Background: an optimization exercise with open tools, aiming at small area. Do not read the settings as production practice.
Where RTL was checked, it was by simulation tests only, not by an equivalence proof against the original.
The RTL of run 2 was laid out without a check of its function.

<file path="design/flow/design.v">
`timescale 1ns/1ps
`default_nettype none
module fir_fa (
    input  logic a,
    input  logic b,
    input  logic c,
    output logic s,
    output logic co
);
    assign s  = a ^ b ^ c;
    assign co = (a & b) | (a & c) | (b & c);
endmodule
`default_nettype wire
`timescale 1ns/1ps
`default_nettype none
module fir_ha (
    input  logic a,
    input  logic b,
    output logic s,
    output logic co
);
    assign s  = a ^ b;
    assign co = a & b;
endmodule
`default_nettype wire
`timescale 1ns/1ps
`default_nettype none
module fir_tap_chain (
    input  logic signed [15:0] x0, x2, x3, x4, x5, x6, x8,
    output logic [11:0] y_lo,      
    output logic [16:0] y_h0, y_h1,   
    output logic        y_c        
);
    logic signed [16:0] a, b, c;
    logic [28:0] r0, r1;
    logic a_c1;
    fir_ha u_a_ha0 (.a(x0[0]), .b(x8[0]), .s(a[0]), .co(a_c1));
    logic a_c2;
    fir_fa u_a_fa1 (.a(x0[1]), .b(x8[1]), .c(a_c1), .s(a[1]), .co(a_c2));
    logic a_c3;
    fir_fa u_a_fa2 (.a(x0[2]), .b(x8[2]), .c(a_c2), .s(a[2]), .co(a_c3));
    logic a_c4;
    fir_fa u_a_fa3 (.a(x0[3]), .b(x8[3]), .c(a_c3), .s(a[3]), .co(a_c4));
    logic a_c5;
    fir_ha u_a_ha4 (.a(x0[4]), .b(x8[4]), .s(a[4]), .co(a_c5));
    logic a_c6;
    fir_fa u_a_fa5 (.a(x0[5]), .b(x8[5]), .c(a_c5), .s(a[5]), .co(a_c6));
    logic a_c7;
    fir_fa u_a_fa6 (.a(x0[6]), .b(x8[6]), .c(a_c6), .s(a[6]), .co(a_c7));
    logic a_c8;
    fir_fa u_a_fa7 (.a(x0[7]), .b(x8[7]), .c(a_c7), .s(a[7]), .co(a_c8));
    logic a_c9;
    fir_ha u_a_ha8 (.a(x0[8]), .b(x8[8]), .s(a[8]), .co(a_c9));
    logic a_c10;
    fir_fa u_a_fa9 (.a(x0[9]), .b(x8[9]), .c(a_c9), .s(a[9]), .co(a_c10));
    logic a_c11;
    fir_fa u_a_fa10 (.a(x0[10]), .b(x8[10]), .c(a_c10), .s(a[10]), .co(a_c11));
    logic a_c12;
    fir_fa u_a_fa11 (.a(x0[11]), .b(x8[11]), .c(a_c11), .s(a[11]), .co(a_c12));
    logic a_c13;
    fir_ha u_a_ha12 (.a(x0[12]), .b(x8[12]), .s(a[12]), .co(a_c13));
    logic a_c14;
    fir_fa u_a_fa13 (.a(x0[13]), .b(x8[13]), .c(a_c13), .s(a[13]), .co(a_c14));
    logic a_c15;
    fir_fa u_a_fa14 (.a(x0[14]), .b(x8[14]), .c(a_c14), .s(a[14]), .co(a_c15));
    logic a_c16;
    fir_fa u_a_fa15 (.a(x0[15]), .b(x8[15]), .c(a_c15), .s(a[15]), .co(a_c16));
    assign a[16] = x0[15] ^ x8[15] ^ a_c16;
    logic b_c1;
    fir_ha u_b_ha0 (.a(x2[0]), .b(x6[0]), .s(b[0]), .co(b_c1));
    logic b_c2;
    fir_fa u_b_fa1 (.a(x2[1]), .b(x6[1]), .c(b_c1), .s(b[1]), .co(b_c2));
    logic b_c3;
    fir_fa u_b_fa2 (.a(x2[2]), .b(x6[2]), .c(b_c2), .s(b[2]), .co(b_c3));
    logic b_c4;
    fir_fa u_b_fa3 (.a(x2[3]), .b(x6[3]), .c(b_c3), .s(b[3]), .co(b_c4));
    logic b_c5;
    fir_ha u_b_ha4 (.a(x2[4]), .b(x6[4]), .s(b[4]), .co(b_c5));
    logic b_c6;
    fir_fa u_b_fa5 (.a(x2[5]), .b(x6[5]), .c(b_c5), .s(b[5]), .co(b_c6));
    logic b_c7;
    fir_fa u_b_fa6 (.a(x2[6]), .b(x6[6]), .c(b_c6), .s(b[6]), .co(b_c7));
    logic b_c8;
    fir_fa u_b_fa7 (.a(x2[7]), .b(x6[7]), .c(b_c7), .s(b[7]), .co(b_c8));
    logic b_c9;
    fir_ha u_b_ha8 (.a(x2[8]), .b(x6[8]), .s(b[8]), .co(b_c9));
    logic b_c10;
    fir_fa u_b_fa9 (.a(x2[9]), .b(x6[9]), .c(b_c9), .s(b[9]), .co(b_c10));
    logic b_c11;
    fir_fa u_b_fa10 (.a(x2[10]), .b(x6[10]), .c(b_c10), .s(b[10]), .co(b_c11));
    logic b_c12;
    fir_fa u_b_fa11 (.a(x2[11]), .b(x6[11]), .c(b_c11), .s(b[11]), .co(b_c12));
    logic b_c13;
    fir_ha u_b_ha12 (.a(x2[12]), .b(x6[12]), .s(b[12]), .co(b_c13));
    logic b_c14;
    fir_fa u_b_fa13 (.a(x2[13]), .b(x6[13]), .c(b_c13), .s(b[13]), .co(b_c14));
    logic b_c15;
    fir_fa u_b_fa14 (.a(x2[14]), .b(x6[14]), .c(b_c14), .s(b[14]), .co(b_c15));
    logic b_c16;
    fir_fa u_b_fa15 (.a(x2[15]), .b(x6[15]), .c(b_c15), .s(b[15]), .co(b_c16));
    assign b[16] = x2[15] ^ x6[15] ^ b_c16;
    logic c_c1;
    fir_ha u_c_ha0 (.a(x3[0]), .b(x5[0]), .s(c[0]), .co(c_c1));
    logic c_c2;
    fir_fa u_c_fa1 (.a(x3[1]), .b(x5[1]), .c(c_c1), .s(c[1]), .co(c_c2));
    logic c_c3;
    fir_fa u_c_fa2 (.a(x3[2]), .b(x5[2]), .c(c_c2), .s(c[2]), .co(c_c3));
    logic c_c4;
    fir_fa u_c_fa3 (.a(x3[3]), .b(x5[3]), .c(c_c3), .s(c[3]), .co(c_c4));
    logic c_c5;
    fir_ha u_c_ha4 (.a(x3[4]), .b(x5[4]), .s(c[4]), .co(c_c5));
    logic c_c6;
    fir_fa u_c_fa5 (.a(x3[5]), .b(x5[5]), .c(c_c5), .s(c[5]), .co(c_c6));
    logic c_c7;
    fir_fa u_c_fa6 (.a(x3[6]), .b(x5[6]), .c(c_c6), .s(c[6]), .co(c_c7));
    logic c_c8;
    fir_fa u_c_fa7 (.a(x3[7]), .b(x5[7]), .c(c_c7), .s(c[7]), .co(c_c8));
    logic c_c9;
    fir_ha u_c_ha8 (.a(x3[8]), .b(x5[8]), .s(c[8]), .co(c_c9));
    logic c_c10;
    fir_fa u_c_fa9 (.a(x3[9]), .b(x5[9]), .c(c_c9), .s(c[9]), .co(c_c10));
    logic c_c11;
    fir_fa u_c_fa10 (.a(x3[10]), .b(x5[10]), .c(c_c10), .s(c[10]), .co(c_c11));
    logic c_c12;
    fir_fa u_c_fa11 (.a(x3[11]), .b(x5[11]), .c(c_c11), .s(c[11]), .co(c_c12));
    logic c_c13;
    fir_ha u_c_ha12 (.a(x3[12]), .b(x5[12]), .s(c[12]), .co(c_c13));
    logic c_c14;
    fir_fa u_c_fa13 (.a(x3[13]), .b(x5[13]), .c(c_c13), .s(c[13]), .co(c_c14));
    logic c_c15;
    fir_fa u_c_fa14 (.a(x3[14]), .b(x5[14]), .c(c_c14), .s(c[14]), .co(c_c15));
    logic c_c16;
    fir_fa u_c_fa15 (.a(x3[15]), .b(x5[15]), .c(c_c15), .s(c[15]), .co(c_c16));
    assign c[16] = x3[15] ^ x5[15] ^ c_c16;
    logic hs0, hc0;
    fir_ha u_ha0 (.a(x4[2]), .b(b[4]), .s(hs0), .co(hc0));
    logic fs0, fc0;
    fir_fa u_fa0 (.a(x4[0]), .b(x4[3]), .c(1'b1), .s(fs0), .co(fc0));
    logic fs1, fc1;
    fir_fa u_fa1 (.a(a[4]), .b(a[8]), .c(c[8]), .s(fs1), .co(fc1));
    logic hs1, hc1;
    fir_ha u_ha1 (.a((~b[0])), .b(b[5]), .s(hs1), .co(hc1));
    logic fs2, fc2;
    fir_fa u_fa2 (.a(x4[0]), .b(x4[1]), .c(x4[4]), .s(fs2), .co(fc2));
    logic fs3, fc3;
    fir_fa u_fa3 (.a(1'b1), .b(b[4]), .c(b[8]), .s(fs3), .co(fc3));
    logic fs4, fc4;
    fir_fa u_fa4 (.a(c[0]), .b(a[5]), .c(a[9]), .s(fs4), .co(fc4));
    logic fs5, fc5;
    fir_fa u_fa5 (.a(c[9]), .b(b[6]), .c(b[10]), .s(fs5), .co(fc5));
    logic fs6, fc6;
    fir_fa u_fa6 (.a(x4[1]), .b(x4[2]), .c(x4[5]), .s(fs6), .co(fc6));
    logic fs7, fc7;
    fir_fa u_fa7 (.a(a[8]), .b(c[4]), .c((~c[8])), .s(fs7), .co(fc7));
    logic fs8, fc8;
    fir_fa u_fa8 (.a(b[5]), .b(b[9]), .c(c[1]), .s(fs8), .co(fc8));
    logic fs9, fc9;
    fir_fa u_fa9 (.a(a[6]), .b(a[10]), .c(c[10]), .s(fs9), .co(fc9));
    logic hs2, hc2;
    fir_ha u_ha2 (.a((~b[2])), .b(a_c8), .s(hs2), .co(hc2));
    logic fs10, fc10;
    fir_fa u_fa10 (.a(x4[2]), .b(x4[3]), .c(x4[6]), .s(fs10), .co(fc10));
    logic fs11, fc11;
    fir_fa u_fa11 (.a(1'b1), .b(b[8]), .c(b[12]), .s(fs11), .co(fc11));
    logic fs12, fc12;
    fir_fa u_fa12 (.a(a[9]), .b(c[5]), .c((~c[9])), .s(fs12), .co(fc12));
    logic fs13, fc13;
    fir_fa u_fa13 (.a(b[6]), .b(b[10]), .c(c[2]), .s(fs13), .co(fc13));
    logic fs14, fc14;
    fir_fa u_fa14 (.a(b_c8), .b(b_c12), .c(a[7]), .s(fs14), .co(fc14));
    logic fs15, fc15;
    fir_fa u_fa15 (.a(x4[3]), .b(x4[4]), .c(x4[7]), .s(fs15), .co(fc15));
    logic fs16, fc16;
    fir_fa u_fa16 (.a(a[8]), .b(a[12]), .c(c[12]), .s(fs16), .co(fc16));
    logic fs17, fc17;
    fir_fa u_fa17 (.a((~b[4])), .b(b[9]), .c(b[13]), .s(fs17), .co(fc17));
    logic fs18, fc18;
    fir_fa u_fa18 (.a(a[10]), .b(c[6]), .c((~c[10])), .s(fs18), .co(fc18));
    logic fs19, fc19;
    fir_fa u_fa19 (.a(a_c8), .b(a_c12), .c(c_c12), .s(fs19), .co(fc19));
    logic hs3, hc3;
    fir_ha u_ha3 (.a((~b_c4)), .b(b[7]), .s(hs3), .co(hc3));
    logic fs20, fc20;
    fir_fa u_fa20 (.a(x4[4]), .b(x4[5]), .c(x4[8]), .s(fs20), .co(fc20));
    logic fs21, fc21;
    fir_fa u_fa21 (.a(1'b1), .b(b[8]), .c(b[12]), .s(fs21), .co(fc21));
    logic fs22, fc22;
    fir_fa u_fa22 (.a(c[4]), .b(a[9]), .c(a[13]), .s(fs22), .co(fc22));
    logic fs23, fc23;
    fir_fa u_fa23 (.a(c[13]), .b(b[10]), .c(b[14]), .s(fs23), .co(fc23));
    logic fs24, fc24;
    fir_fa u_fa24 (.a(b_c8), .b(b_c12), .c(c_c4), .s(fs24), .co(fc24));
    logic fs25, fc25;
    fir_fa u_fa25 (.a((~b[5])), .b(a[11]), .c(c[7]), .s(fs25), .co(fc25));
    logic fs26, fc26;
    fir_fa u_fa26 (.a(x4[5]), .b(x4[6]), .c(x4[9]), .s(fs26), .co(fc26));
    logic fs27, fc27;
    fir_fa u_fa27 (.a(a[12]), .b(c[8]), .c((~c[12])), .s(fs27), .co(fc27));
    logic fs28, fc28;
    fir_fa u_fa28 (.a(b[9]), .b(b[13]), .c(c[5]), .s(fs28), .co(fc28));
    logic fs29, fc29;
    fir_fa u_fa29 (.a(a[10]), .b(a[14]), .c(c[14]), .s(fs29), .co(fc29));
    logic fs30, fc30;
    fir_fa u_fa30 (.a((~b[6])), .b(a_c12), .c(c_c8), .s(fs30), .co(fc30));
    logic hs4, hc4;
    fir_ha u_ha4 (.a((~c_c12)), .b(b[11]), .s(hs4), .co(hc4));
    logic fs31, fc31;
    fir_fa u_fa31 (.a(x4[6]), .b(x4[7]), .c(x4[10]), .s(fs31), .co(fc31));
    logic fs32, fc32;
    fir_fa u_fa32 (.a(b[12]), .b(a[13]), .c(c[9]), .s(fs32), .co(fc32));
    logic fs33, fc33;
    fir_fa u_fa33 (.a(b[10]), .b(b[14]), .c(c[6]), .s(fs33), .co(fc33));
    logic fs34, fc34;
    fir_fa u_fa34 (.a(b_c12), .b(a[11]), .c(a[15]), .s(fs34), .co(fc34));
    logic hs5, hc5;
    fir_ha u_ha5 (.a((~c[13])), .b((~b[7])), .s(hs5), .co(hc5));
    logic fs35, fc35;
    fir_fa u_fa35 (.a(x4[7]), .b(x4[8]), .c(x4[11]), .s(fs35), .co(fc35));
    logic fs36, fc36;
    fir_fa u_fa36 (.a(a[12]), .b((~b[8])), .c(b[13]), .s(fs36), .co(fc36));
    logic fs37, fc37;
    fir_fa u_fa37 (.a(a[14]), .b(c[10]), .c((~c[14])), .s(fs37), .co(fc37));
    logic fs38, fc38;
    fir_fa u_fa38 (.a(a_c12), .b(b[11]), .c(b[15]), .s(fs38), .co(fc38));
    logic fs39, fc39;
    fir_fa u_fa39 (.a(x4[8]), .b(x4[9]), .c(x4[12]), .s(fs39), .co(fc39));
    logic fs40, fc40;
    fir_fa u_fa40 (.a(1'b1), .b(b[12]), .c(c[8]), .s(fs40), .co(fc40));
    logic fs41, fc41;
    fir_fa u_fa41 (.a(a[13]), .b((~b[9])), .c(b[14]), .s(fs41), .co(fc41));
    logic fs42, fc42;
    fir_fa u_fa42 (.a(x4[9]), .b(x4[10]), .c(x4[13]), .s(fs42), .co(fc42));
    logic hs6, hc6;
    fir_ha u_ha6 (.a(a[0]), .b(a[4]), .s(hs6), .co(hc6));
    logic fs43, fc43;
    fir_fa u_fa43 (.a(x4[0]), .b(b[0]), .c(b[4]), .s(fs43), .co(fc43));
    logic hs7, hc7;
    fir_ha u_ha7 (.a(a[1]), .b(a[5]), .s(hs7), .co(hc7));
    logic fs44, fc44;
    fir_fa u_fa44 (.a((~x4[1])), .b(a[4]), .c(c[0]), .s(fs44), .co(fc44));
    logic fs45, fc45;
    fir_fa u_fa45 (.a((~c[4])), .b(b[1]), .c(b[5]), .s(fs45), .co(fc45));
    logic fs46, fc46;
    fir_fa u_fa46 (.a(a[2]), .b(a[6]), .c(c[6]), .s(fs46), .co(fc46));
    logic fs47, fc47;
    fir_fa u_fa47 (.a(x4[1]), .b(b[8]), .c(hs0), .s(fs47), .co(fc47));
    logic fs48, fc48;
    fir_fa u_fa48 (.a(a[5]), .b(c[1]), .c((~c[5])), .s(fs48), .co(fc48));
    logic fs49, fc49;
    fir_fa u_fa49 (.a(b[2]), .b(b[6]), .c(b_c4), .s(fs49), .co(fc49));
    logic hs8, hc8;
    fir_ha u_ha8 (.a(b_c8), .b(a[3]), .s(hs8), .co(hc8));
    logic fs50, fc50;
    fir_fa u_fa50 (.a(fs0), .b(hc0), .c(b[9]), .s(fs50), .co(fc50));
    logic fs51, fc51;
    fir_fa u_fa51 (.a(fs1), .b(hs1), .c(a[6]), .s(fs51), .co(fc51));
    logic fs52, fc52;
    fir_fa u_fa52 (.a(c[2]), .b(a_c4), .c(a_c8), .s(fs52), .co(fc52));
    logic fs53, fc53;
    fir_fa u_fa53 (.a(c_c8), .b(b[3]), .c(b[7]), .s(fs53), .co(fc53));
    logic fs54, fc54;
    fir_fa u_fa54 (.a(fc0), .b(fs2), .c(fc1), .s(fs54), .co(fc54));
    logic fs55, fc55;
    fir_fa u_fa55 (.a((~b[1])), .b(fs3), .c(hc1), .s(fs55), .co(fc55));
    logic fs56, fc56;
    fir_fa u_fa56 (.a(fs4), .b(b_c4), .c(b_c8), .s(fs56), .co(fc56));
    logic fs57, fc57;
    fir_fa u_fa57 (.a(a[7]), .b(c[3]), .c((~c[7])), .s(fs57), .co(fc57));
    logic fs58, fc58;
    fir_fa u_fa58 (.a(fc2), .b(fs6), .c(fc3), .s(fs58), .co(fc58));
    logic fs59, fc59;
    fir_fa u_fa59 (.a(fs7), .b(fc4), .c(fs8), .s(fs59), .co(fc59));
    logic fs60, fc60;
    fir_fa u_fa60 (.a(c_c4), .b(b[7]), .c(b[11]), .s(fs60), .co(fc60));
    logic fs61, fc61;
    fir_fa u_fa61 (.a(fc5), .b(fs9), .c(hs2), .s(fs61), .co(fc61));
    logic fs62, fc62;
    fir_fa u_fa62 (.a(fc6), .b(fs10), .c(fc7), .s(fs62), .co(fc62));
    logic fs63, fc63;
    fir_fa u_fa63 (.a(fs11), .b(fc8), .c(fs12), .s(fs63), .co(fc63));
    logic fs64, fc64;
    fir_fa u_fa64 (.a(a[11]), .b(c[11]), .c(fc9), .s(fs64), .co(fc64));
    logic fs65, fc65;
    fir_fa u_fa65 (.a((~b[3])), .b(hc2), .c(fs13), .s(fs65), .co(fc65));
    logic fs66, fc66;
    fir_fa u_fa66 (.a(fc10), .b(fs15), .c(fc11), .s(fs66), .co(fc66));
    logic fs67, fc67;
    fir_fa u_fa67 (.a(fs16), .b(fc12), .c(fs17), .s(fs67), .co(fc67));
    logic fs68, fc68;
    fir_fa u_fa68 (.a(b[11]), .b(c[3]), .c(fc13), .s(fs68), .co(fc68));
    logic fs69, fc69;
    fir_fa u_fa69 (.a(fs18), .b(hs3), .c(fs19), .s(fs69), .co(fc69));
    logic fs70, fc70;
    fir_fa u_fa70 (.a(fc15), .b(fs20), .c(fc16), .s(fs70), .co(fc70));
    logic fs71, fc71;
    fir_fa u_fa71 (.a(fs21), .b(fc17), .c(fs22), .s(fs71), .co(fc71));
    logic fs72, fc72;
    fir_fa u_fa72 (.a((~c[11])), .b(fc18), .c(fs23), .s(fs72), .co(fc72));
    logic fs73, fc73;
    fir_fa u_fa73 (.a(hc3), .b(fc19), .c(fs24), .s(fs73), .co(fc73));
    logic fs74, fc74;
    fir_fa u_fa74 (.a(fc20), .b(fs26), .c(fc21), .s(fs74), .co(fc74));
    logic fs75, fc75;
    fir_fa u_fa75 (.a(fs27), .b(fc22), .c(fs28), .s(fs75), .co(fc75));
    logic fs76, fc76;
    fir_fa u_fa76 (.a(b[15]), .b(fc23), .c(fs29), .s(fs76), .co(fc76));
    logic fs77, fc77;
    fir_fa u_fa77 (.a(fc24), .b(hs4), .c(fs30), .s(fs77), .co(fc77));
    logic fs78, fc78;
    fir_fa u_fa78 (.a(fc26), .b(fs31), .c(fc27), .s(fs78), .co(fc78));
    logic fs79, fc79;
    fir_fa u_fa79 (.a(fc28), .b(fs32), .c(c[15]), .s(fs79), .co(fc79));
    logic fs80, fc80;
    fir_fa u_fa80 (.a(fc29), .b(fs33), .c(hc4), .s(fs80), .co(fc80));
    logic fs81, fc81;
    fir_fa u_fa81 (.a(fc30), .b((~b[16])), .c(hs5), .s(fs81), .co(fc81));
    logic fs82, fc82;
    fir_fa u_fa82 (.a(fc31), .b(fs35), .c(fc32), .s(fs82), .co(fc82));
    logic fs83, fc83;
    fir_fa u_fa83 (.a(fs36), .b(c[7]), .c(fc33), .s(fs83), .co(fc83));
    logic fs84, fc84;
    fir_fa u_fa84 (.a(b_c8), .b(a[16]), .c(c[16]), .s(fs84), .co(fc84));
    logic fs85, fc85;
    fir_fa u_fa85 (.a(fs37), .b(hc5), .c(fc34), .s(fs85), .co(fc85));
    logic fs86, fc86;
    fir_fa u_fa86 (.a(fc35), .b(fs39), .c(fs40), .s(fs86), .co(fc86));
    logic fs87, fc87;
    fir_fa u_fa87 (.a(fc36), .b(b_c12), .c(c_c8), .s(fs87), .co(fc87));
    logic fs88, fc88;
    fir_fa u_fa88 (.a(a[15]), .b(c[11]), .c((~c[15])), .s(fs88), .co(fc88));
    logic fs89, fc89;
    fir_fa u_fa89 (.a(fc37), .b(fs41), .c(fc38), .s(fs89), .co(fc89));
    logic fs90, fc90;
    fir_fa u_fa90 (.a(c[12]), .b(fc39), .c(fs42), .s(fs90), .co(fc90));
    logic fs91, fc91;
    fir_fa u_fa91 (.a(fc40), .b(b[13]), .c(c[9]), .s(fs91), .co(fc91));
    logic fs92, fc92;
    fir_fa u_fa92 (.a(a[14]), .b((~b[10])), .c(c_c12), .s(fs92), .co(fc92));
    logic fs93, fc93;
    fir_fa u_fa93 (.a(b[15]), .b(fc41), .c(c[16]), .s(fs93), .co(fc93));
    logic fs94, fc94;
    fir_fa u_fa94 (.a(x4[10]), .b(x4[11]), .c(x4[14]), .s(fs94), .co(fc94));
    logic fs95, fc95;
    fir_fa u_fa95 (.a(1'b1), .b(fc42), .c(c[13]), .s(fs95), .co(fc95));
    logic fs96, fc96;
    fir_fa u_fa96 (.a(b[14]), .b(c[10]), .c(a[15]), .s(fs96), .co(fc96));
    logic fs97, fc97;
    fir_fa u_fa97 (.a(x4[11]), .b(x4[12]), .c(1'b1), .s(fs97), .co(fc97));
    logic fs98, fc98;
    fir_fa u_fa98 (.a(x4[15]), .b(b[12]), .c((~c[14])), .s(fs98), .co(fc98));
    logic fs99, fc99;
    fir_fa u_fa99 (.a(b[0]), .b(b[4]), .c(a[1]), .s(fs99), .co(fc99));
    logic fs100, fc100;
    fir_fa u_fa100 (.a(c[4]), .b(hs6), .c(b[1]), .s(fs100), .co(fc100));
    logic fs101, fc101;
    fir_fa u_fa101 (.a(b[5]), .b(a[2]), .c((~c[2])), .s(fs101), .co(fc101));
    logic fs102, fc102;
    fir_fa u_fa102 (.a(hc6), .b(c[5]), .c(fs43), .s(fs102), .co(fc102));
    logic fs103, fc103;
    fir_fa u_fa103 (.a(hs7), .b(b[2]), .c(b[6]), .s(fs103), .co(fc103));
    logic hs9, hc9;
    fir_ha u_ha9 (.a(b_c4), .b(a[3]), .s(hs9), .co(hc9));
    logic fs104, fc104;
    fir_fa u_fa104 (.a(fc43), .b(fs44), .c(hc7), .s(fs104), .co(fc104));
    logic fs105, fc105;
    fir_fa u_fa105 (.a(fs45), .b(a_c4), .c((~c_c4)), .s(fs105), .co(fc105));
    logic fs106, fc106;
    fir_fa u_fa106 (.a(b[3]), .b(b[7]), .c(fs46), .s(fs106), .co(fc106));
    logic fs107, fc107;
    fir_fa u_fa107 (.a(fc44), .b(fc45), .c(fs47), .s(fs107), .co(fc107));
    logic fs108, fc108;
    fir_fa u_fa108 (.a(fs48), .b(a[7]), .c(c[7]), .s(fs108), .co(fc108));
    logic fs109, fc109;
    fir_fa u_fa109 (.a(fc46), .b(hs8), .c(fs49), .s(fs109), .co(fc109));
    logic fs110, fc110;
    fir_fa u_fa110 (.a(fc47), .b(fc48), .c(fs50), .s(fs110), .co(fc110));
    logic fs111, fc111;
    fir_fa u_fa111 (.a(fs51), .b(hc8), .c(fc49), .s(fs111), .co(fc111));
    logic fs112, fc112;
    fir_fa u_fa112 (.a((~c[6])), .b(fs52), .c(fs53), .s(fs112), .co(fc112));
    logic fs113, fc113;
    fir_fa u_fa113 (.a(fc50), .b(fs54), .c(fs55), .s(fs113), .co(fc113));
    logic fs114, fc114;
    fir_fa u_fa114 (.a(fc51), .b(fs5), .c(fc52), .s(fs114), .co(fc114));
    logic fs115, fc115;
    fir_fa u_fa115 (.a(fs56), .b(fc53), .c(fs57), .s(fs115), .co(fc115));
    logic fs116, fc116;
    fir_fa u_fa116 (.a(fc54), .b(fs58), .c(fc55), .s(fs116), .co(fc116));
    logic fs117, fc117;
    fir_fa u_fa117 (.a((~c_c8)), .b(fc56), .c(fs59), .s(fs117), .co(fc117));
    logic fs118, fc118;
    fir_fa u_fa118 (.a(fc57), .b(fs60), .c(fs61), .s(fs118), .co(fc118));
    logic fs119, fc119;
    fir_fa u_fa119 (.a(fc58), .b(fs62), .c(fc59), .s(fs119), .co(fc119));
    logic fs120, fc120;
    fir_fa u_fa120 (.a(fs63), .b(fc60), .c(fs14), .s(fs120), .co(fc120));
    logic fs121, fc121;
    fir_fa u_fa121 (.a(fs64), .b(fc61), .c(fs65), .s(fs121), .co(fc121));
    logic fs122, fc122;
    fir_fa u_fa122 (.a(fc62), .b(fs66), .c(fc63), .s(fs122), .co(fc122));
    logic fs123, fc123;
    fir_fa u_fa123 (.a(fs67), .b(fc14), .c(fc64), .s(fs123), .co(fc123));
    logic fs124, fc124;
    fir_fa u_fa124 (.a(fs68), .b(fc65), .c(fs69), .s(fs124), .co(fc124));
    logic fs125, fc125;
    fir_fa u_fa125 (.a(fc66), .b(fs70), .c(fc67), .s(fs125), .co(fc125));
    logic fs126, fc126;
    fir_fa u_fa126 (.a(fs71), .b(fc68), .c(fs25), .s(fs126), .co(fc126));
    logic fs127, fc127;
    fir_fa u_fa127 (.a(fs72), .b(fc69), .c(fs73), .s(fs127), .co(fc127));
    logic fs128, fc128;
    fir_fa u_fa128 (.a(fc70), .b(fs74), .c(fc71), .s(fs128), .co(fc128));
    logic fs129, fc129;
    fir_fa u_fa129 (.a(fs75), .b(fc25), .c(fc72), .s(fs129), .co(fc129));
    logic fs130, fc130;
    fir_fa u_fa130 (.a(fs76), .b(fc73), .c(fs77), .s(fs130), .co(fc130));
    logic fs131, fc131;
    fir_fa u_fa131 (.a(fc74), .b(fs78), .c(fc75), .s(fs131), .co(fc131));
    logic fs132, fc132;
    fir_fa u_fa132 (.a(fs34), .b(fs79), .c(fc76), .s(fs132), .co(fc132));
    logic fs133, fc133;
    fir_fa u_fa133 (.a(fs80), .b(fc77), .c(fs81), .s(fs133), .co(fc133));
    logic fs134, fc134;
    fir_fa u_fa134 (.a(fc78), .b(fs82), .c(fc79), .s(fs134), .co(fc134));
    logic fs135, fc135;
    fir_fa u_fa135 (.a(fs38), .b(fs83), .c(fc80), .s(fs135), .co(fc135));
    logic fs136, fc136;
    fir_fa u_fa136 (.a(fc81), .b((~fs84)), .c(fs85), .s(fs136), .co(fc136));
    logic fs137, fc137;
    fir_fa u_fa137 (.a(fs86), .b(fc82), .c(fs87), .s(fs137), .co(fc137));
    logic fs138, fc138;
    fir_fa u_fa138 (.a((~b[16])), .b(fc83), .c(fs88), .s(fs138), .co(fc138));
    logic fs139, fc139;
    fir_fa u_fa139 (.a((~fc84)), .b(fc85), .c(fs89), .s(fs139), .co(fc139));
    logic fs140, fc140;
    fir_fa u_fa140 (.a(fs90), .b(fc86), .c(fs91), .s(fs140), .co(fc140));
    logic fs141, fc141;
    fir_fa u_fa141 (.a(fc87), .b((~a[16])), .c(fs92), .s(fs141), .co(fc141));
    logic fs142, fc142;
    fir_fa u_fa142 (.a(fc88), .b(fc89), .c(fs93), .s(fs142), .co(fc142));
    logic fs143, fc143;
    fir_fa u_fa143 (.a(fs94), .b(fc90), .c(fc91), .s(fs143), .co(fc143));
    logic fs144, fc144;
    fir_fa u_fa144 (.a(fs95), .b((~b[11])), .c(fc92), .s(fs144), .co(fc144));
    logic fs145, fc145;
    fir_fa u_fa145 (.a((~b[16])), .b(fs96), .c(fc93), .s(fs145), .co(fc145));
    logic fs146, fc146;
    fir_fa u_fa146 (.a(fc94), .b(fs97), .c(fc95), .s(fs146), .co(fc146));
    logic fs147, fc147;
    fir_fa u_fa147 (.a((~b_c12)), .b(b[15]), .c(c[11]), .s(fs147), .co(fc147));
    logic fs148, fc148;
    fir_fa u_fa148 (.a(fs98), .b(a[16]), .c((~fc96)), .s(fs148), .co(fc148));
    logic fs149, fc149;
    fir_fa u_fa149 (.a(x4[12]), .b(x4[13]), .c(c[12]), .s(fs149), .co(fc149));
    logic fs150, fc150;
    fir_fa u_fa150 (.a(fc97), .b((~b[13])), .c(c_c12), .s(fs150), .co(fc150));
    logic fs151, fc151;
    fir_fa u_fa151 (.a((~c[15])), .b(fc98), .c(b[16]), .s(fs151), .co(fc151));
    logic fs152, fc152;
    fir_fa u_fa152 (.a(x4[13]), .b(x4[14]), .c(1'b1), .s(fs152), .co(fc152));
    logic hs10, hc10;
    fir_ha u_ha10 (.a(c[13]), .b((~b[14])), .s(hs10), .co(hc10));
    logic hs11, hc11;
    fir_ha u_ha11 (.a(x4[14]), .b((~x4[15])), .s(hs11), .co(hc11));
    logic fs153, fc153;
    fir_fa u_fa153 (.a(a[0]), .b((~c[0])), .c(b[1]), .s(fs153), .co(fc153));
    logic hs12, hc12;
    fir_ha u_ha12 (.a(a[2]), .b(c[2]), .s(hs12), .co(hc12));
    logic fs154, fc154;
    fir_fa u_fa154 (.a((~c[1])), .b(b[2]), .c(fs99), .s(fs154), .co(fc154));
    logic fs155, fc155;
    fir_fa u_fa155 (.a(b_c4), .b(a[3]), .c(c[3]), .s(fs155), .co(fc155));
    logic fs156, fc156;
    fir_fa u_fa156 (.a(fc99), .b(fs100), .c(a_c4), .s(fs156), .co(fc156));
    logic fs157, fc157;
    fir_fa u_fa157 (.a(c_c4), .b(b[3]), .c(fs101), .s(fs157), .co(fc157));
    logic fs158, fc158;
    fir_fa u_fa158 (.a(fc100), .b(fs102), .c((~c[3])), .s(fs158), .co(fc158));
    logic fs159, fc159;
    fir_fa u_fa159 (.a(fc101), .b(fs103), .c(hs9), .s(fs159), .co(fc159));
    logic fs160, fc160;
    fir_fa u_fa160 (.a(fc102), .b(fs104), .c(fc103), .s(fs160), .co(fc160));
    logic fs161, fc161;
    fir_fa u_fa161 (.a(hc9), .b(fs105), .c(fs106), .s(fs161), .co(fc161));
    logic fs162, fc162;
    fir_fa u_fa162 (.a(fc104), .b(fs107), .c(fc105), .s(fs162), .co(fc162));
    logic fs163, fc163;
    fir_fa u_fa163 (.a(fs108), .b(fc106), .c(fs109), .s(fs163), .co(fc163));
    logic fs164, fc164;
    fir_fa u_fa164 (.a(fc107), .b(fs110), .c(fc108), .s(fs164), .co(fc164));
    logic fs165, fc165;
    fir_fa u_fa165 (.a(fs111), .b(fc109), .c(fs112), .s(fs165), .co(fc165));
    logic fs166, fc166;
    fir_fa u_fa166 (.a(fc110), .b(fs113), .c(fc111), .s(fs166), .co(fc166));
    logic fs167, fc167;
    fir_fa u_fa167 (.a(fs114), .b(fc112), .c(fs115), .s(fs167), .co(fc167));
    logic fs168, fc168;
    fir_fa u_fa168 (.a(fs116), .b(fc113), .c(fc114), .s(fs168), .co(fc168));
    logic fs169, fc169;
    fir_fa u_fa169 (.a(fs117), .b(fc115), .c(fs118), .s(fs169), .co(fc169));
    logic fs170, fc170;
    fir_fa u_fa170 (.a(fc116), .b(fs119), .c(fc117), .s(fs170), .co(fc170));
    logic fs171, fc171;
    fir_fa u_fa171 (.a(fs120), .b(fc118), .c(fs121), .s(fs171), .co(fc171));
    logic fs172, fc172;
    fir_fa u_fa172 (.a(fc119), .b(fs122), .c(fs123), .s(fs172), .co(fc172));
    logic fs173, fc173;
    fir_fa u_fa173 (.a(fc120), .b(fc121), .c(fs124), .s(fs173), .co(fc173));
    logic fs174, fc174;
    fir_fa u_fa174 (.a(fc122), .b(fs125), .c(fc123), .s(fs174), .co(fc174));
    logic fs175, fc175;
    fir_fa u_fa175 (.a(fs126), .b(fc124), .c(fs127), .s(fs175), .co(fc175));
    logic fs176, fc176;
    fir_fa u_fa176 (.a(fc125), .b(fs128), .c(fc126), .s(fs176), .co(fc176));
    logic fs177, fc177;
    fir_fa u_fa177 (.a(fs129), .b(fc127), .c(fs130), .s(fs177), .co(fc177));
    logic fs178, fc178;
    fir_fa u_fa178 (.a(fc128), .b(fs131), .c(fc129), .s(fs178), .co(fc178));
    logic fs179, fc179;
    fir_fa u_fa179 (.a(fs132), .b(fc130), .c(fs133), .s(fs179), .co(fc179));
    logic fs180, fc180;
    fir_fa u_fa180 (.a(fc131), .b(fs134), .c(fc132), .s(fs180), .co(fc180));
    logic fs181, fc181;
    fir_fa u_fa181 (.a(fs135), .b(fc133), .c(fs136), .s(fs181), .co(fc181));
    logic fs182, fc182;
    fir_fa u_fa182 (.a(fc134), .b(fs137), .c(fc135), .s(fs182), .co(fc182));
    logic fs183, fc183;
    fir_fa u_fa183 (.a(fs138), .b(fc136), .c(fs139), .s(fs183), .co(fc183));
    logic fs184, fc184;
    fir_fa u_fa184 (.a(fs140), .b(fc137), .c(fs141), .s(fs184), .co(fc184));
    logic fs185, fc185;
    fir_fa u_fa185 (.a(fc138), .b(fc139), .c(fs142), .s(fs185), .co(fc185));
    logic fs186, fc186;
    fir_fa u_fa186 (.a(fs143), .b(fc140), .c(fs144), .s(fs186), .co(fc186));
    logic fs187, fc187;
    fir_fa u_fa187 (.a(fc141), .b(fs145), .c(fc142), .s(fs187), .co(fc187));
    logic fs188, fc188;
    fir_fa u_fa188 (.a(fc143), .b(fs146), .c(fs147), .s(fs188), .co(fc188));
    logic fs189, fc189;
    fir_fa u_fa189 (.a(fc144), .b((~fs148)), .c(fc145), .s(fs189), .co(fc189));
    logic fs190, fc190;
    fir_fa u_fa190 (.a(fs149), .b(fc146), .c(fs150), .s(fs190), .co(fc190));
    logic fs191, fc191;
    fir_fa u_fa191 (.a((~fc147)), .b(fc148), .c(fs151), .s(fs191), .co(fc191));
    logic fs192, fc192;
    fir_fa u_fa192 (.a(fs152), .b(fc149), .c(hs10), .s(fs192), .co(fc192));
    logic fs193, fc193;
    fir_fa u_fa193 (.a((~fc150)), .b(c[16]), .c(fc151), .s(fs193), .co(fc193));
    logic fs194, fc194;
    fir_fa u_fa194 (.a(1'b1), .b(fc152), .c(hs11), .s(fs194), .co(fc194));
    logic fs195, fc195;
    fir_fa u_fa195 (.a(c[14]), .b(hc10), .c((~b[15])), .s(fs195), .co(fc195));
    logic fs196, fc196;
    fir_fa u_fa196 (.a((~x4[15])), .b(hc11), .c(c[15]), .s(fs196), .co(fc196));
    logic fs197, fc197;
    fir_fa u_fa197 (.a((~b[0])), .b(a[1]), .c(c[1]), .s(fs197), .co(fc197));
    logic fs198, fc198;
    fir_fa u_fa198 (.a(b[0]), .b(fs153), .c(hs12), .s(fs198), .co(fc198));
    logic fs199, fc199;
    fir_fa u_fa199 (.a(fc153), .b(hc12), .c(fs154), .s(fs199), .co(fc199));
    logic fs200, fc200;
    fir_fa u_fa200 (.a(fc154), .b(fs156), .c(fc155), .s(fs200), .co(fc200));
    logic fs201, fc201;
    fir_fa u_fa201 (.a(fc156), .b(fs158), .c(fc157), .s(fs201), .co(fc201));
    logic fs202, fc202;
    fir_fa u_fa202 (.a(fc158), .b(fs160), .c(fc159), .s(fs202), .co(fc202));
    logic fs203, fc203;
    fir_fa u_fa203 (.a(fc160), .b(fs162), .c(fc161), .s(fs203), .co(fc203));
    logic fs204, fc204;
    fir_fa u_fa204 (.a(fc162), .b(fs164), .c(fc163), .s(fs204), .co(fc204));
    logic fs205, fc205;
    fir_fa u_fa205 (.a(fc164), .b(fs166), .c(fc165), .s(fs205), .co(fc205));
    logic fs206, fc206;
    fir_fa u_fa206 (.a(fc166), .b(fs168), .c(fc167), .s(fs206), .co(fc206));
    logic fs207, fc207;
    fir_fa u_fa207 (.a(fc168), .b(fs170), .c(fc169), .s(fs207), .co(fc207));
    logic fs208, fc208;
    fir_fa u_fa208 (.a(fc170), .b(fs172), .c(fc171), .s(fs208), .co(fc208));
    logic fs209, fc209;
    fir_fa u_fa209 (.a(fs174), .b(fc172), .c(fc173), .s(fs209), .co(fc209));
    logic fs210, fc210;
    fir_fa u_fa210 (.a(fc174), .b(fs176), .c(fc175), .s(fs210), .co(fc210));
    logic fs211, fc211;
    fir_fa u_fa211 (.a(fc176), .b(fs178), .c(fc177), .s(fs211), .co(fc211));
    logic fs212, fc212;
    fir_fa u_fa212 (.a(fc178), .b(fs180), .c(fc179), .s(fs212), .co(fc212));
    logic fs213, fc213;
    fir_fa u_fa213 (.a(fc180), .b(fs182), .c(fc181), .s(fs213), .co(fc213));
    logic fs214, fc214;
    fir_fa u_fa214 (.a(fc182), .b(fs184), .c(fc183), .s(fs214), .co(fc214));
    logic fs215, fc215;
    fir_fa u_fa215 (.a(fs186), .b(fc184), .c(fs187), .s(fs215), .co(fc215));
    logic fs216, fc216;
    fir_fa u_fa216 (.a(fs188), .b(fc186), .c(fs189), .s(fs216), .co(fc216));
    logic fs217, fc217;
    fir_fa u_fa217 (.a(fs190), .b(fc188), .c((~fs191)), .s(fs217), .co(fc217));
    logic fs218, fc218;
    fir_fa u_fa218 (.a(fs192), .b(fc190), .c((~fs193)), .s(fs218), .co(fc218));
    logic fs219, fc219;
    fir_fa u_fa219 (.a(fs194), .b(fc192), .c(fs195), .s(fs219), .co(fc219));
    logic fs220, fc220;
    fir_fa u_fa220 (.a(fc194), .b(b[16]), .c(fc195), .s(fs220), .co(fc220));
    logic hs13, hc13;
    fir_ha u_ha13 (.a(c[0]), .b((~a[0])), .s(hs13), .co(hc13));
    logic fs221, fc221;
    fir_fa u_fa221 (.a(a[0]), .b(b[2]), .c(fs197), .s(fs221), .co(fc221));
    logic fs222, fc222;
    fir_fa u_fa222 (.a(fc197), .b(b[3]), .c(fs198), .s(fs222), .co(fc222));
    logic fs223, fc223;
    fir_fa u_fa223 (.a(fc198), .b(fs155), .c(fs199), .s(fs223), .co(fc223));
    logic fs224, fc224;
    fir_fa u_fa224 (.a(fc199), .b(fs157), .c(fs200), .s(fs224), .co(fc224));
    logic fs225, fc225;
    fir_fa u_fa225 (.a(fc200), .b(fs159), .c(fs201), .s(fs225), .co(fc225));
    logic fs226, fc226;
    fir_fa u_fa226 (.a(fc201), .b(fs161), .c(fs202), .s(fs226), .co(fc226));
    logic fs227, fc227;
    fir_fa u_fa227 (.a(fc202), .b(fs163), .c(fs203), .s(fs227), .co(fc227));
    logic fs228, fc228;
    fir_fa u_fa228 (.a(fc203), .b(fs165), .c(fs204), .s(fs228), .co(fc228));
    logic fs229, fc229;
    fir_fa u_fa229 (.a(fs167), .b(fc204), .c(fs205), .s(fs229), .co(fc229));
    logic fs230, fc230;
    fir_fa u_fa230 (.a(fs169), .b(fc205), .c(fs206), .s(fs230), .co(fc230));
    logic fs231, fc231;
    fir_fa u_fa231 (.a(fs171), .b(fc206), .c(fs207), .s(fs231), .co(fc231));
    logic fs232, fc232;
    fir_fa u_fa232 (.a(fs173), .b(fc207), .c(fs208), .s(fs232), .co(fc232));
    logic fs233, fc233;
    fir_fa u_fa233 (.a(fs175), .b(fc208), .c(fs209), .s(fs233), .co(fc233));
    logic fs234, fc234;
    fir_fa u_fa234 (.a(fs177), .b(fc209), .c(fs210), .s(fs234), .co(fc234));
    logic fs235, fc235;
    fir_fa u_fa235 (.a(fs179), .b(fc210), .c(fs211), .s(fs235), .co(fc235));
    logic fs236, fc236;
    fir_fa u_fa236 (.a(fs181), .b(fc211), .c(fs212), .s(fs236), .co(fc236));
    logic fs237, fc237;
    fir_fa u_fa237 (.a(fs183), .b(fc212), .c(fs213), .s(fs237), .co(fc237));
    logic fs238, fc238;
    fir_fa u_fa238 (.a(fs185), .b(fc213), .c(fs214), .s(fs238), .co(fc238));
    logic fs239, fc239;
    fir_fa u_fa239 (.a(fc185), .b(fc214), .c(fs215), .s(fs239), .co(fc239));
    logic fs240, fc240;
    fir_fa u_fa240 (.a(fc187), .b(fs216), .c(fc215), .s(fs240), .co(fc240));
    logic fs241, fc241;
    fir_fa u_fa241 (.a(fc189), .b(fs217), .c(fc216), .s(fs241), .co(fc241));
    logic fs242, fc242;
    fir_fa u_fa242 (.a((~fc191)), .b(fs218), .c(fc217), .s(fs242), .co(fc242));
    logic fs243, fc243;
    fir_fa u_fa243 (.a(fs219), .b((~fc193)), .c(fc218), .s(fs243), .co(fc243));
    logic fs244, fc244;
    fir_fa u_fa244 (.a(fs196), .b(fs220), .c(fc219), .s(fs244), .co(fc244));
    logic fs245, fc245;
    fir_fa u_fa245 (.a(fc196), .b(c[16]), .c(fc220), .s(fs245), .co(fc245));
    assign r0 = {1'b1, ~c[16], fs245, fs244, fs243, fs242, fs241, fs240, fs239, fs238, fs237, fs236, fs235, fs234, fs233, fs232, fs231, fs230, fs229, fs228, fs227, fs226, fs225, fs224, fs223, fs222, fs221, b[1], b[0]};
    assign r1 = {1'b0, fc245, fc244, fc243, fc242, fc241, fc240, fc239, fc238, fc237, fc236, fc235, fc234, fc233, fc232, fc231, fc230, fc229, fc228, fc227, fc226, fc225, fc224, fc223, fc222, fc221, hc13, hs13, 1'b0};
    assign {y_c, y_lo} = 13'(r0[11:0]) + 13'(r1[11:0]);
    assign y_h0 = r0[28:12];
    assign y_h1 = r1[28:12];
endmodule
`default_nettype wire
`timescale 1ns/1ps
`default_nettype none
module fir_fold_line #(
    parameter int              LINE_LEN = 16,
    parameter logic [15:0]     INV_MASK = 16'hE3FF
) (
    input  logic                       clk,
    input  logic                       step,
    input  logic                       warm8,
    input  logic signed [15:0]         head,
    output logic [LINE_LEN*16-1:0]     line
);
    logic [15:0] line_q [LINE_LEN];
    always_ff @(posedge clk) begin
        if (step) begin
            line_q[0] <= INV_MASK[0] ? ~head : head;
            for (int i = 1; i < LINE_LEN; i++) begin
                if (i == 8 && !warm8)
                    line_q[i] <= INV_MASK[i] ? 16'hFFFF : 16'h0000;
                else if (INV_MASK[i] != INV_MASK[i-1])
                    line_q[i] <= ~line_q[i-1];
                else
                    line_q[i] <= line_q[i-1];
            end
        end
    end
    for (genvar i = 0; i < LINE_LEN; i++) begin : g_out
        assign line[i*16 +: 16] = line_q[i];
    end
endmodule
`default_nettype wire
`timescale 1ns/1ps
`default_nettype none
module fir_flush_ctrl (
    input  logic clk,
    input  logic rst,
    input  logic in_valid,
    input  logic in_last,
    output logic step,
    output logic flushing,
    output logic warm8,        
    output logic out_valid,
    output logic out_last
);
    logic [3:0] flush_cnt;     
    logic [3:0] warm_cnt;      
    logic       flush_end_q;   
    assign step  = in_valid | flushing;
    assign warm8 = warm_cnt[3];
    always_ff @(posedge clk) begin
        if (rst) begin
            flushing  <= 1'b0;
            flush_cnt <= '0;
        end else if (flushing) begin
            flush_cnt <= flush_cnt + 1'b1;
            if (&flush_cnt) flushing <= 1'b0;
        end else if (in_valid && in_last) begin
            flushing <= 1'b1;
        end
    end
    always_ff @(posedge clk) begin
        if (rst) begin
            warm_cnt <= '0;
        end else if (step && !(warm_cnt[3] && warm_cnt[0])) begin
            warm_cnt <= warm_cnt + 1'b1;
        end
    end
    assign out_valid = step & warm_cnt[3] & warm_cnt[0];
    always_ff @(posedge clk) begin
        if (rst) begin
            flush_end_q <= 1'b0;
            out_last    <= 1'b0;
        end else begin
            flush_end_q <= flushing & (&flush_cnt);
            out_last    <= flush_end_q;
        end
    end
endmodule
`default_nettype wire
`timescale 1ns/1ps
`default_nettype none
module fir_sym_filter (
    input  logic               clk,
    input  logic               rst,
    input  logic               in_valid,
    input  logic               in_last,
    input  logic signed [15:0] in_sample,
    output logic               out_valid,
    output logic               out_last,
    output logic signed [31:0] out_sample
);
    logic               step;
    logic               flushing;
    logic               warm8;
    logic signed [15:0] head;
    logic [255:0]       line;
    logic [11:0]      y_lo, y_lo_q;       
    logic [16:0]      y_h0, y_h1;         
    logic [16:0]      y_h0_q, y_h1_q;
    logic               y_c, y_c_q;         
    logic [28:0]        y_sum;
    fir_flush_ctrl u_ctrl (
        .clk       (clk),
        .rst       (rst),
        .in_valid  (in_valid),
        .in_last   (in_last),
        .step      (step),
        .flushing  (flushing),
        .warm8     (warm8),
        .out_valid (out_valid),
        .out_last  (out_last)
    );
    assign head = (in_valid && !flushing) ? in_sample : '0;
    fir_fold_line #(.LINE_LEN(16)) u_line (
        .clk   (clk),
        .step  (step),
        .warm8 (warm8),
        .head  (head),
        .line  (line)
    );
    fir_tap_chain u_sum (
        .x0 (line[7*16  +: 16]),
        .x2 (line[9*16  +: 16]),
        .x3 (line[10*16 +: 16]),
        .x4 (line[11*16 +: 16]),
        .x5 (line[12*16 +: 16]),
        .x6 (line[13*16 +: 16]),
        .x8 (line[15*16 +: 16]),
        .y_lo (y_lo),
        .y_h0 (y_h0),
        .y_h1 (y_h1),
        .y_c  (y_c)
    );
    always_ff @(posedge clk) begin
        if (step) begin
            y_lo_q <= y_lo;
            y_h0_q <= y_h0;
            y_h1_q <= y_h1;
            y_c_q  <= y_c;
        end
    end
    assign y_sum      = {y_h0_q + y_h1_q + 17'(y_c_q), y_lo_q};
    assign out_sample = {{3{y_sum[28]}}, y_sum};
endmodule
`default_nettype wire
</file>
<file path="design/flow/run.sh">
#!/bin/bash
# synth_recipe.tcl (not shown) runs the flow's synth.tcl, then flattens the netlist and writes it again
# the make line also repeats each setting of config.mk as NAME=value (left out here)
make -C /OpenROAD-flow-scripts/flow DESIGN_CONFIG=/design/flow/config.mk WORK_HOME=/design/flow/orfs CLKGATE_MAP_FILE= SYNTH_SCRIPT=/design/flow/synth_recipe.tcl finish
</file>
<file path="design/flow/config.mk">
export PLATFORM = sky130hd
export DESIGN_NAME = fir_sym_filter
export DESIGN_NICKNAME = fir_sym_filter
export VERILOG_FILES = /design/flow/design.v
export SDC_FILE = /design/flow/constraint.sdc
export NUM_CORES = 4
export LEC_CHECK = 0
export CAP_MARGIN = 20
export CORE_MARGIN = 2
export CORE_UTILIZATION = 40
export CTS_BUF_LIST = sky130_fd_sc_hd__clkbuf_4 sky130_fd_sc_hd__clkbuf_8
export CTS_CLUSTER_DIAMETER = 60
export CTS_CLUSTER_SIZE = 20
export SLEW_MARGIN = 20
export SYNTH_HIERARCHICAL = 1
export SYNTH_MINIMUM_KEEP_SIZE = 0
</file>
<file path="design/flow/constraint.sdc">
create_clock -name core_clock -period 6.5 [get_ports {clk}]
set_input_delay 1.3000 -clock core_clock [delete_from_list [all_inputs] [get_ports {clk}]]
set_output_delay 1.3000 -clock core_clock [all_outputs]
set_load 0.01 [all_outputs]
</file>
==> results of run 1 <==
-- cells by family after synthesis --
kind of cell    count (synthesis)  share of synthesized area [%]
other cells                     2                        0.04224
simple gates                   98                          2.977
fa+ha+maj                     339                          35.89
mux                             3                         0.1689
compound gates                 78                          3.104
flops                         314                          52.42
xor+xnor                       28                          1.379
buf+inv                       149                          4.019
-- routing by layer --
metal | share of wire [%] | track usage [%]
met1 | 46 | 18.66
met2 | 48 | 22.11
met3 | 3.7 | 2.350
met4 | 2.2 | 3.218
met5 | 0 | 0
-- cells in the final DEF (no fill, tap or decap), types with 5 or more instances in the layout --
| master | count |
|---|---|
| xnor2_1 | 16 |
| a211oi_1 | 5 |
| edfxtp_1 | 303 |
| clkbuf_8 | 27 |
| nor3_1 | 10 |
| buf_4 | 5 |
| o21ai_0 | 10 |
| a21o_1 | 9 |
| ha_1 | 54 |
| inv_1 | 104 |
| dfxtp_1 | 11 |
| o211ai_1 | 5 |
| nand2_1 | 13 |
| and2_1 | 17 |
| nor2_1 | 16 |
| fa_1 | 285 |
| nand2b_1 | 13 |
| xor2_1 | 12 |
| nand3_1 | 9 |
| clkdlybuf4s50_1 | 53 |
| conb_1 | 11 |
| a21oi_1 | 21 |
| or2b_1 | 5 |
-- state kept, by name, indices dropped and copies added, names as in the netlist --
name	count
u_line.line_q	256
y_h0_q	17
y_h1_q	17
y_lo_q	12
u_ctrl.flush_cnt	4
u_ctrl.warm_cnt	4
u_ctrl.flush_end_q	1
u_ctrl.flushing	1
u_ctrl.out_last	1
y_c_q	1
-- area by class of cell --
class,count,area [um2]
fill,3881,24560
sequential,314,9319
multi-input combinational,557,7781
tap,592,740.7
timing repair buffer,59,588.1
inverter,104,390.4
clock buffer,28,379.1
clock inverter,21,269.0
-- synth_stat cells, types with 3 or more instances --
library cell	n	share of area, %
nor3_1	10	0.28
clkbuf_1	5	0.11
nor2b_1	4	0.14
xnor2_1	16	0.79
o21ai_0	10	0.28
a211oi_1	5	0.21
ha_1	54	3.8
fa_1	285	32
or2b_1	5	0.21
dfxtp_1	11	1.2
mux2i_1	3	0.17
a21oi_1	21	0.59
inv_1	104	2.2
o21ai_1	3	0.084
edfxtp_1	303	51
o211ai_1	5	0.21
nand4_1	4	0.14
nand2b_1	13	0.46
nand3_1	9	0.25
a21o_1	9	0.38
nor2_1	16	0.34
and2_1	17	0.60
xor2_1	12	0.59
nand2_1	13	0.27
buf_4	37	1.6
-- per-module statistics from Yosys, one instance, submodules excluded, excerpt --
module	times used	cell area (um2)	flops+latches
fir_fa	282	20.02	0
fir_flush_ctrl	1	459.2	11
fir_ha	26	12.51	0
fir_sym_filter	1	2341	47
fir_tap_chain	1	1028	0
-- stage by stage --
stage	hold slack, ps	setup slack, ps	instance area, um2
final	382.3	613.6	19470
after global routing	392.8	388.1	19470
after CTS	395.5	630.8	19470
after detailed placement	404.5	660.5	18820
after global placement	400.2	768.3	18820
after floorplan	400.3	865.3	17810
-- worst paths after layout --
kind | from | endpoint | slack [ps] | cells past startpoint
setup / recovery | u_line.line_q[13][4] | y_c_q | 610 | 14
hold / removal | u_line.line_q[8][3] | u_line.line_q[9][3] | 380 | 0
setup reg to reg | u_line.line_q[13][4] | y_c_q | 610 | 14
hold reg to reg | u_line.line_q[8][3] | u_line.line_q[9][3] | 380 | 0
-- critical path, delay by kind of cell, from the launching register on --
| kind | cells | cell delay [ps] |
|---|---|---|
| flops | 1 | 400 |
| fa+ha+maj | 10 | 4380 |
| compound gates | 3 | 680 |
| buf+inv | 1 | 150 |
==> impl_metrics.toml, run 1 <==
[outcome]
outcome = "complete, no violations"

[sta]
finalClockSkew_ps = 60.29
hold_violations = 0
fmax_mhz = 169.9
rsz0062_at_grt = "no"
period_minus_slack_ps = 5886
post-route-period-util_pct = 90.56
setup_viol = 0
tns_ps = 0
relSlewSlack_pct = 28.33
worst_pin_slew_ps = 1075
slew_viol_final = 0

[logic_synthesis]
synthDistinctLibCells = 53
syn_area_per_cell_um2 = 17.58
synthFlopType = "edfxtp_1"
netlist_area_um2 = 17780
synth_seq_cells = 314
ys_seq_area_share_pct = 52.42
synth_edf_count = 303
postSynthCellCount = 1011
ys_async_sr_fraction_pct = 0
synth_warnings = 10

[global_routing]
grt_pass1_wl_um = 48530
grtUsageTotal_pct = 13.42
grt_pass1_vias = 8823
grt_start_max_net_pins = 179
gr-total-overflow = 0
antenna_found_initial = 0

[layout]
post-route-util_pct = 44.22
diodes = 0
area_growth_pct = 9.501
nets = 1422
drive_gt1_share_pct = 5.725
fin_cells = 1675

[detailed_routing]
vias = 7849
drtIter0Drc = 542
routed_wirelength_um = 30090
drcViolationCount = 0
wl_per_cell_um = 17.97
drtPass1Iterations = 5
drtAntennaViolNets = 0
vias_per_cell = 4.686

[placed_design]
dp.cells = 1626
dp_hpwl_um = 23000
routabilityCongestion = 0.8362
io_buffers = 53

[die]
die_x_um = 214.8
die_h_um = 214.8
rows = 77
die_area_um2 = 46150
core-area_um2 = 44030
start_util_pct = 40.38
pin_count = 54

[setup_path]
cp_common_cell = "fa_1"
crit_type = "reg2reg"
cp.required_ps = 6910
max_stage_delay_ps = 700
cp.arrival_ps = 6290
end_kind = "flop"
cp-start-kind = "flop"
cp_cell_sequence = "ha_1 > fa_1 > fa_1 > fa_1 > fa_1 > fa_1 > fa_1 > fa_1 > fa_1 > ha_1 > inv_1 > o21ai_0 > a211o_1 > a31o_2"
crit_slowest_cell = "fa_1"
cp_max_fo = 5

[clocking]
cts.sinks = 314
path_clk_slew_ps = 110
clockBufferDepth = 3
post_cts_buffers = 0
cts.hold.buffers_added = 0
clk_latency_ps = 660
cts_root_buf = "clkbuf_8"
cts_buffers = 27
cts_tree = "built"
ctsHtreeMaxLevel = 1
ctsResizeCount = 0

[hold_path]
min_path_type = "reg2reg"

[job]
max_cap_viol_count = 0
==> run 2: changes to the inputs <==
--- a/design/flow/design.v
+++ b/design/flow/design.v
@@ -28,6 +28,6 @@
 module fir_tap_chain (
     input  logic signed [15:0] x0, x2, x3, x4, x5, x6, x8,
-    output logic [11:0] y_lo,      
-    output logic [16:0] y_h0, y_h1,   
+    output logic [17:0] y_lo,      
+    output logic [10:0] y_h0, y_h1,   
     output logic        y_c        
 );
@@ -655,7 +655,7 @@
     assign r0 = {1'b1, ~c[16], fs245, fs244, fs243, fs242, fs241, fs240, fs239, fs238, fs237, fs236, fs235, fs234, fs233, fs232, fs231, fs230, fs229, fs228, fs227, fs226, fs225, fs224, fs223, fs222, fs221, b[1], b[0]};
     assign r1 = {1'b0, fc245, fc244, fc243, fc242, fc241, fc240, fc239, fc238, fc237, fc236, fc235, fc234, fc233, fc232, fc231, fc230, fc229, fc228, fc227, fc226, fc225, fc224, fc223, fc222, fc221, hc13, hs13, 1'b0};
-    assign {y_c, y_lo} = 13'(r0[11:0]) + 13'(r1[11:0]);
-    assign y_h0 = r0[28:12];
-    assign y_h1 = r1[28:12];
+    assign {y_c, y_lo} = 19'(r0[17:0]) + 19'(r1[17:0]);
+    assign y_h0 = r0[28:18];
+    assign y_h1 = r1[28:18];
 endmodule
 `default_nettype wire
@@ -756,7 +756,7 @@
     logic signed [15:0] head;
     logic [255:0]       line;
-    logic [11:0]      y_lo, y_lo_q;       
-    logic [16:0]      y_h0, y_h1;         
-    logic [16:0]      y_h0_q, y_h1_q;
+    logic [17:0]      y_lo, y_lo_q;       
+    logic [10:0]      y_h0, y_h1;         
+    logic [10:0]      y_h0_q, y_h1_q;
     logic               y_c, y_c_q;         
     logic [28:0]        y_sum;
@@ -801,5 +801,5 @@
         end
     end
-    assign y_sum      = {y_h0_q + y_h1_q + 17'(y_c_q), y_lo_q};
+    assign y_sum      = {y_h0_q + y_h1_q + 11'(y_c_q), y_lo_q};
     assign out_sample = {{3{y_sum[28]}}, y_sum};
 endmodule
==> design/flow/flow/run.sh (new file) <==
#!/bin/bash
# The standard layout (standard.sh), with two changes made through
# ORFS's own variables:
#  - the port buffers are the smallest buffer, sky130_fd_sc_hd__buf_1
#    (every input and output port still gets one);
#  - clock tree synthesis inserts no dummy loads, and uses clkbuf_4/clkbuf_8
#    with clusters of up to 20 sinks within 60 um.
# Each tool's full output stays in ORFS's log folder; standard.sh's own
# output goes to standard.log.
export BUFFER_PORTS_ARGS="-buffer_cell sky130_fd_sc_hd__buf_1"
export CTS_ARGS="-sink_clustering_enable -repair_clock_nets -dont_use_dummy_load -buf_list {sky130_fd_sc_hd__clkbuf_4 sky130_fd_sc_hd__clkbuf_8} -sink_clustering_size 20 -sink_clustering_max_diameter 60"
bash standard.sh > standard.log 2>&1
status=$?
cp standard.sh standard_sh_copy.log 2>/dev/null
exit $status
==> design/flow/standard.sh (new file) <==
#!/bin/bash
# synth_recipe.tcl (not shown) runs the flow's synth.tcl, then flattens the netlist and writes it again
# the make line also repeats each setting of config.mk as NAME=value (left out here)
make -C /OpenROAD-flow-scripts/flow DESIGN_CONFIG=/design/flow/config.mk WORK_HOME=/design/flow/orfs CLKGATE_MAP_FILE= SYNTH_SCRIPT=/design/flow/synth_recipe.tcl "${@:-finish}"
removed: design/flow/run.sh
==> impl_metrics.toml, run 2 <==
[logic_synthesis]
synth_warnings = 10
synthFlopType = "edfxtp_1"
synth_edf_count = 297
yosys.area.top_type = "edfxtp_1"
netlist_area_um2 = 17520
synth_top_cell_area_share_pct = 50.90
synthDistinctLibCells = 52
postSynthCellCount = 991
syn_area_per_cell_um2 = 17.68
synth_seq_cells = 308
synthTopCellsByArea = "edfxtp_1 51%, fa_1 33%, ha_1 3.9%, inv_1 2.3%, dfxtp_1 1.3%"
ys_async_sr_fraction_pct = 0
synth_most_common_cell = "edfxtp_1"
ys_seq_area_share_pct = 52.16
synth_commonest_cells = "297 x edfxtp_1, 285 x fa_1, 108 x inv_1"

[layout]
drive_gt1_share_pct = 5.623
top_regs = "u_line.line_q (256), y_lo_q (18)"
nets = 1428
regMostFlops = "u_line.line_q"
mostFrequentLayoutCells = "297 x edfxtp_1, 284 x fa_1, 108 x inv_1, 54 x ha_1, 53 x buf_1"
fin_cells = 1652
largest_register_ffs = 256
layout_commonest_cell = "edfxtp_1"
register_area_um2 = 9139
post-route-util_pct = 43.53
design_area_um2 = 18790
area_growth_pct = 7.263
multi_input_area_um2 = 7797
diodes = 0
nFillCells = 3885

[clocking]
ctsHtreeMaxLevel = 1
cts_tree = "built"
cts_root_buf = "clkbuf_8"
cts.sinks = 308
cts_buffers = 28
clockBufferDepth = 3
cts.hold.buffers_added = 0
post_cts_buffers = 0
clk_latency_ps = 630
path_clk_slew_ps = 110

[sta]
fmax_mhz = 160.0
finalClockSkew_ps = 92.14
period_minus_slack_ps = 6250
worst_pin_slew_ps = 927.7
worst_slack_ps = 249.9
relSlewSlack_pct = 38.07
setup_viol = 0
hold_violations = 0
post-route-period-util_pct = 96.16
slew_viol_final = 0
fin_hold_ws_ps = 371.8

[setup_path]
max_stage_delay_ps = 600
reg2reg_depth = 15
cp.arrival_ps = 6550
crit_type = "reg2reg"
cp-start-kind = "flop"
r2r_end = "y_lo_q[16]"
worstSetupStartpoint = "u_line.line_q[7][4]"
r2r_slack_ps = 250
crit_slowest_cell = "fa_1"
end_kind = "flop"
cp_cell_sequence = "ha_1 > fa_1 > fa_1 > fa_1 > fa_1 > fa_1 > fa_1 > fa_1 > fa_1 > fa_1 > ha_1 > o21ai_0 > nor2_1 > a221oi_1 > nand3_1"
cp.required_ps = 6800
cp_max_fo = 6
r2r_start = "u_line.line_q[7][4]"
cp_common_cell = "fa_1"

[die]
die_area_um2 = 45490
die_h_um = 213.3
start_util_pct = 40.58
rows = 76
die_x_um = 213.3
pin_count = 54
core-area_um2 = 43170

[outcome]
outcome = "complete, no violations"

[hold_path]
min_to = "u_line.line_q[5][14]"
hold_depth = 0
min_path_type = "reg2reg"
holdCritStartpoint = "u_line.line_q[4][14]"

[global_routing]
grtUsageTotal_pct = 13.90
grt_pass1_wl_um = 48130
grt_pass1_vias = 8896
antenna_found_initial = 0
grt_start_max_net_pins = 75
gr-total-overflow = 0

[detailed_routing]
drtIter0Drc = 455
routed_wirelength_um = 30010
drtPass1Iterations = 6
vias = 7820
vias_per_cell = 4.734
drcViolationCount = 0
drtAntennaViolNets = 0
wl_per_cell_um = 18.17

[placed_design]
io_buffers = 53
routabilityCongestion = 0.8404
placed_area_um2 = 18390
dp_hpwl_um = 23580
dp_slack_ps = 265.0
dp.cells = 1624

[job]
max_cap_viol_count = 0
-- run 2: layout make-up --
| cell class | instances | area share, % |
|---|---|---|
| sequential | 308 | 48.63 |
| multi-input combinational | 552 | 41.49 |
| tap | 585 | 3.895 |
| inverter | 108 | 2.157 |
| clock buffer | 28 | 2.051 |
| timing repair buffer | 71 | 1.778 |
-- run 2: modules after synthesis, one instance, submodules excluded, a selection --
module | area (um2) | cells | flip-flops and latches
fir_fa | 20.02 | 1 | 0
fir_sym_filter | 1837 | 122 | 41
fir_ha | 12.51 | 1 | 0
fir_flush_ctrl | 459.2 | 46 | 11
fir_tap_chain | 1275 | 194 | 0
-- run 2: cells by family (layout without fill, tap and decap cells) --
kind of cell               Yosys count  count (layout)  synth area share (%)
DFF                                308             308                 52.16
xor gates and xnor gates            31              31                 1.550
AOI/OAI and AO/OA                   67              67                 2.871
buffers and inverters              140             207                 3.628
muxes                                3               3                0.1714
and+or+nand+nor                    101             101                 3.157
adders and majority gates          339             339                 36.42
other                                2              11               0.04286
-- run 2: worst max-delay path: cells and delay by family, from the launching register on --
| family | cells | cell delay (ps) |
|---|---|---|
| adders and majority gates | 11 | 4680 |
| DFF | 1 | 410 |
| AOI/OAI and AO/OA | 2 | 620 |
| and+or+nand+nor | 2 | 200 |
-- run 2: how the worst max path moves through the flow --
stage | end | slack (ps) | depth (start not counted)
6_report | y_lo_q[16] | 250 | 15
5_1_grt | y_lo_q[14] | -9 | 15
4_1_cts | y_lo_q[14] | 180 | 15
3_5_place_dp | y_lo_q[14] | 260 | 15
3_3_place_gp | y_lo_q[14] | 390 | 15
2_1_floorplan | y_lo_q[17] | 660 | 16
-- run 2: repair_timing --
| action | CTS | global route |
|---|---|---|
| endpoints found under the hold margin | 0 | 0 |
| resized for setup | 0 | 2 |
| setup endpoints to repair | 0 | 4 |
-- run 2: metal layers --
layer / share of wire [%] / track usage, %
met3: 3.7 / 2.118
met1: 46 / 19.01
met2: 48 / 23.52
met4: 2.5 / 3.281
met5: 0 / 0
-- run 2: through the flow --
step	TNS (ps)
after floorplan	0
after global placement	0
after detailed placement	0
after CTS	0
after global routing	-8.605
final	0

[what the ideal ports hide]
Ports are ideal in the flow. The routed layouts listed here were re-timed in OpenROAD.
Step 1 assumes that a clkbuf_16 drives the clock port and a buf_2 every other input.
Step 2 also shifts input and output timing later by t, the mid clock arrival at the registers, as if the neighbouring blocks saw the same clock.
Three values: ideal, step 1, step 2; two values: the first two.
run	t (ns)	setup slack, ns	worst setup path after step 2	clock arrival spread, ns	slew at the worst register clock pin (ns)
run 1	0.675	0.614 / 0.614 / 0.614	register to register	0.069 / 0.069	0.12 / 0.12
run 2	0.633	0.250 / 0.250 / 0.250	register to register	0.098 / 0.098	0.11 / 0.11
After both steps every run listed still meets setup and hold.
